What follows belongs to an exercise in optimizing a design on an open flow for small area; a production flow would make more cautious choices.
Only simulation tests tie the RTL to the original design; equivalence was not proved.
Power figures rest on the tool's default switching activity, not on a simulated workload.

==> v24 <==
// prize_field
module prize_field (
	input  logic        clk,
	input  logic        resetN,
	input  logic [10:0] pixel_x,
	input  logic [10:0] pixel_y,
	input  logic [10:0] player_x,
	input  logic [10:0] player_y,
	input  logic        prize_hit,
	input  logic        block_hit,
	input  logic [3:0]  hit_edge,
	input  logic        level,
	input  logic        next_level,
	input  logic        player_alive,
	input  logic [9:0]  random_bits,
	output logic        draw,
	output logic [2:0]  prize_kind,
	output logic [10:0] tile_left,
	output logic [10:0] tile_top,
	output logic [1:0]  color_variant
);
clock: 5.0 ns
lec_check: 0
cap_margin: 0
core_margin: 2
core_utilization: 65
gpl_timing_driven: 0
slew_margin: 0
standard.sh (not shown) runs the stock make flow with config.mk's settings and CLKGATE_MAP_FILE= SYNTH_SCRIPT=/design/flow/synth_recipe.tcl, a recipe that flattens the netlist after the stock synthesis.
==> flow/flow/run.sh <==
#!/bin/bash
# The standard layout (standard.sh), with three changes:
#  - synthesis maps the logic with an area-oriented ABC script (synth.tcl,
#    area.abc); flip-flops are mapped as in the standard synthesis;
#  - port buffers are buf_1;
#  - the clock tree uses small clock buffers and no dummy loads.
# Each make step's full log stays under orfs/logs/; the make output as a
# whole goes to make.log here.
set -euo pipefail
here=$(pwd)
# The platform's don't-use cells, and very large cells that timing repair
# would otherwise pick for the one high-fanout net (given on the make command
# line, since ORFS re-runs make for each step without the environment's
# additions to this list).
dont_use="sky130_fd_sc_hd__probe_p_8 sky130_fd_sc_hd__probec_p_8 sky130_fd_sc_hd__lpflow_bleeder_1 sky130_fd_sc_hd__lpflow_clkbufkapwr_1 sky130_fd_sc_hd__lpflow_clkbufkapwr_16 sky130_fd_sc_hd__lpflow_clkbufkapwr_2 sky130_fd_sc_hd__lpflow_clkbufkapwr_4 sky130_fd_sc_hd__lpflow_clkbufkapwr_8 sky130_fd_sc_hd__lpflow_clkinvkapwr_1 sky130_fd_sc_hd__lpflow_clkinvkapwr_16 sky130_fd_sc_hd__lpflow_clkinvkapwr_2 sky130_fd_sc_hd__lpflow_clkinvkapwr_4 sky130_fd_sc_hd__lpflow_clkinvkapwr_8 sky130_fd_sc_hd__lpflow_decapkapwr_12 sky130_fd_sc_hd__lpflow_decapkapwr_3 sky130_fd_sc_hd__lpflow_decapkapwr_4 sky130_fd_sc_hd__lpflow_decapkapwr_6 sky130_fd_sc_hd__lpflow_decapkapwr_8 sky130_fd_sc_hd__lpflow_inputiso0n_1 sky130_fd_sc_hd__lpflow_inputiso0p_1 sky130_fd_sc_hd__lpflow_inputiso1n_1 sky130_fd_sc_hd__lpflow_inputiso1p_1 sky130_fd_sc_hd__lpflow_inputisolatch_1 sky130_fd_sc_hd__lpflow_isobufsrc_1 sky130_fd_sc_hd__lpflow_isobufsrc_16 sky130_fd_sc_hd__lpflow_isobufsrc_2 sky130_fd_sc_hd__lpflow_isobufsrc_4 sky130_fd_sc_hd__lpflow_isobufsrc_8 sky130_fd_sc_hd__lpflow_isobufsrckapwr_16 sky130_fd_sc_hd__lpflow_lsbuf_lh_hl_isowell_tap_1 sky130_fd_sc_hd__lpflow_lsbuf_lh_hl_isowell_tap_2 sky130_fd_sc_hd__lpflow_lsbuf_lh_hl_isowell_tap_4 sky130_fd_sc_hd__lpflow_lsbuf_lh_isowell_4 sky130_fd_sc_hd__lpflow_lsbuf_lh_isowell_tap_1 sky130_fd_sc_hd__lpflow_lsbuf_lh_isowell_tap_2 sky130_fd_sc_hd__lpflow_lsbuf_lh_isowell_tap_4 sky130_fd_sc_hd__buf_12 sky130_fd_sc_hd__buf_16 sky130_fd_sc_hd__buf_6 sky130_fd_sc_hd__buf_8 sky130_fd_sc_hd__bufbuf_16 sky130_fd_sc_hd__bufbuf_8 sky130_fd_sc_hd__bufinv_16 sky130_fd_sc_hd__bufinv_8 sky130_fd_sc_hd__clkbuf_16 sky130_fd_sc_hd__clkbuf_8 sky130_fd_sc_hd__clkinv_16 sky130_fd_sc_hd__clkinv_8 sky130_fd_sc_hd__ebufn_8 sky130_fd_sc_hd__einvn_8 sky130_fd_sc_hd__einvp_8 sky130_fd_sc_hd__inv_12 sky130_fd_sc_hd__inv_16 sky130_fd_sc_hd__inv_6 sky130_fd_sc_hd__inv_8 sky130_fd_sc_hd__mux2_8 sky130_fd_sc_hd__nand2_8 sky130_fd_sc_hd__nor2_8"
export SYNTH_INSBUF=0
export AREA_ABC_SCRIPT=$here/flow/area.abc
export BUFFER_PORTS_ARGS="-buffer_cell sky130_fd_sc_hd__buf_1"
export CTS_ARGS="-sink_clustering_enable -repair_clock_nets -dont_use_dummy_load -buf_list {sky130_fd_sc_hd__clkbuf_2 sky130_fd_sc_hd__clkbuf_4}"
bash standard.sh SYNTH_SCRIPT=$here/flow/synth.tcl SKIP_REPAIR_TIE_FANOUT=1 DONT_USE_CELLS="$dont_use" finish > make.log 2>&1
Other scripts of this flow, unchanged in this note and not shown: flow/flow/area.abc, flow/flow/synth.tcl
==> inputs of v18, as changes to v24 <==
--- a/flow/config.mk
+++ b/flow/config.mk
@@ -8,5 +8,5 @@
 export CAP_MARGIN = 0
 export CORE_MARGIN = 2
-export CORE_UTILIZATION = 65
+export CORE_UTILIZATION = 55
 export GPL_TIMING_DRIVEN = 0
 export SLEW_MARGIN = 0
==> notes.md <==
In v18 the core utilization is lower than in v24, by 9.8 points.
In v24 the register-to-register slack is worse than in v18, by 70 ps.
Between v24 and v18, the lower worst setup slack is in v24 (gap 110 ps).
Against v18, the global-route usage of v24 is higher by 3.3 points.
Between v24 and v18, the lower hold slack is in v18 (gap 1.3 ps).
In area after synthesis, v24 and v18 do not differ.
==> figures <==
Number of standard cells in the layout, taps in and fillers out: v24 623; v18 645
Status: v24 no timing/DRC/antenna violations; v18 no timing/DRC/antenna violations
LEAKAGE: v24 1.58 nW; v18 1.58 nW
Clock-net power: v24 0.435 mW; v18 0.428 mW
Worst slack, placed: v24 947 ps; v18 974 ps
Power dissipated in combinational cells: v24 0.0956 mW; v18 0.0957 mW
Data arrival time of the critical path: v24 4020 ps; v18 3900 ps
Final worst clock skew: v24 27.3 ps; v18 33.7 ps
Util after Layout: v24 73.5%; v18 63.7%
Clock network area share: v24 2.76%; v18 2.75%
Layout-to-synthesis area ratio: v24 1.105x; v18 1.112x
Final min period: v24 3630 ps; v18 3520 ps
Ratio of routed vias to standard cells: v24 6.19; v18 5.83

[separate check: timing with driven ports]
Ports are ideal in the flow. The routed layouts listed here were re-timed in OpenROAD. Step 1: set_driving_cell puts a clkbuf_16 on clk and a buf_2 on each other input, an assumption about the parent block. Step 2 adds t to the input delays and takes it off the output delays; t is the mean of the earliest and latest rising clock arrival at the registers after step 1. Input paths then give back, and output paths get back, about the clock's delay inside the block. a / b / c = no drivers / after step 1 / after step 2; a / b = the first two.
| run | shift t [ns] | setup WS [ns] | latest minus earliest clock arrival (ns) |
|---|---|---|---|
| v24 | 0.525 | 1.373 / 1.380 / 0.855 | 0.036 / 0.036 |
| v18 | 0.508 | 1.481 / 1.489 / 0.981 | 0.037 / 0.037 |
After both steps every run listed still meets setup and hold. The setup slack of v24, which loses most, moves by +0.007 ns with the drivers and by -0.518 ns with both steps.
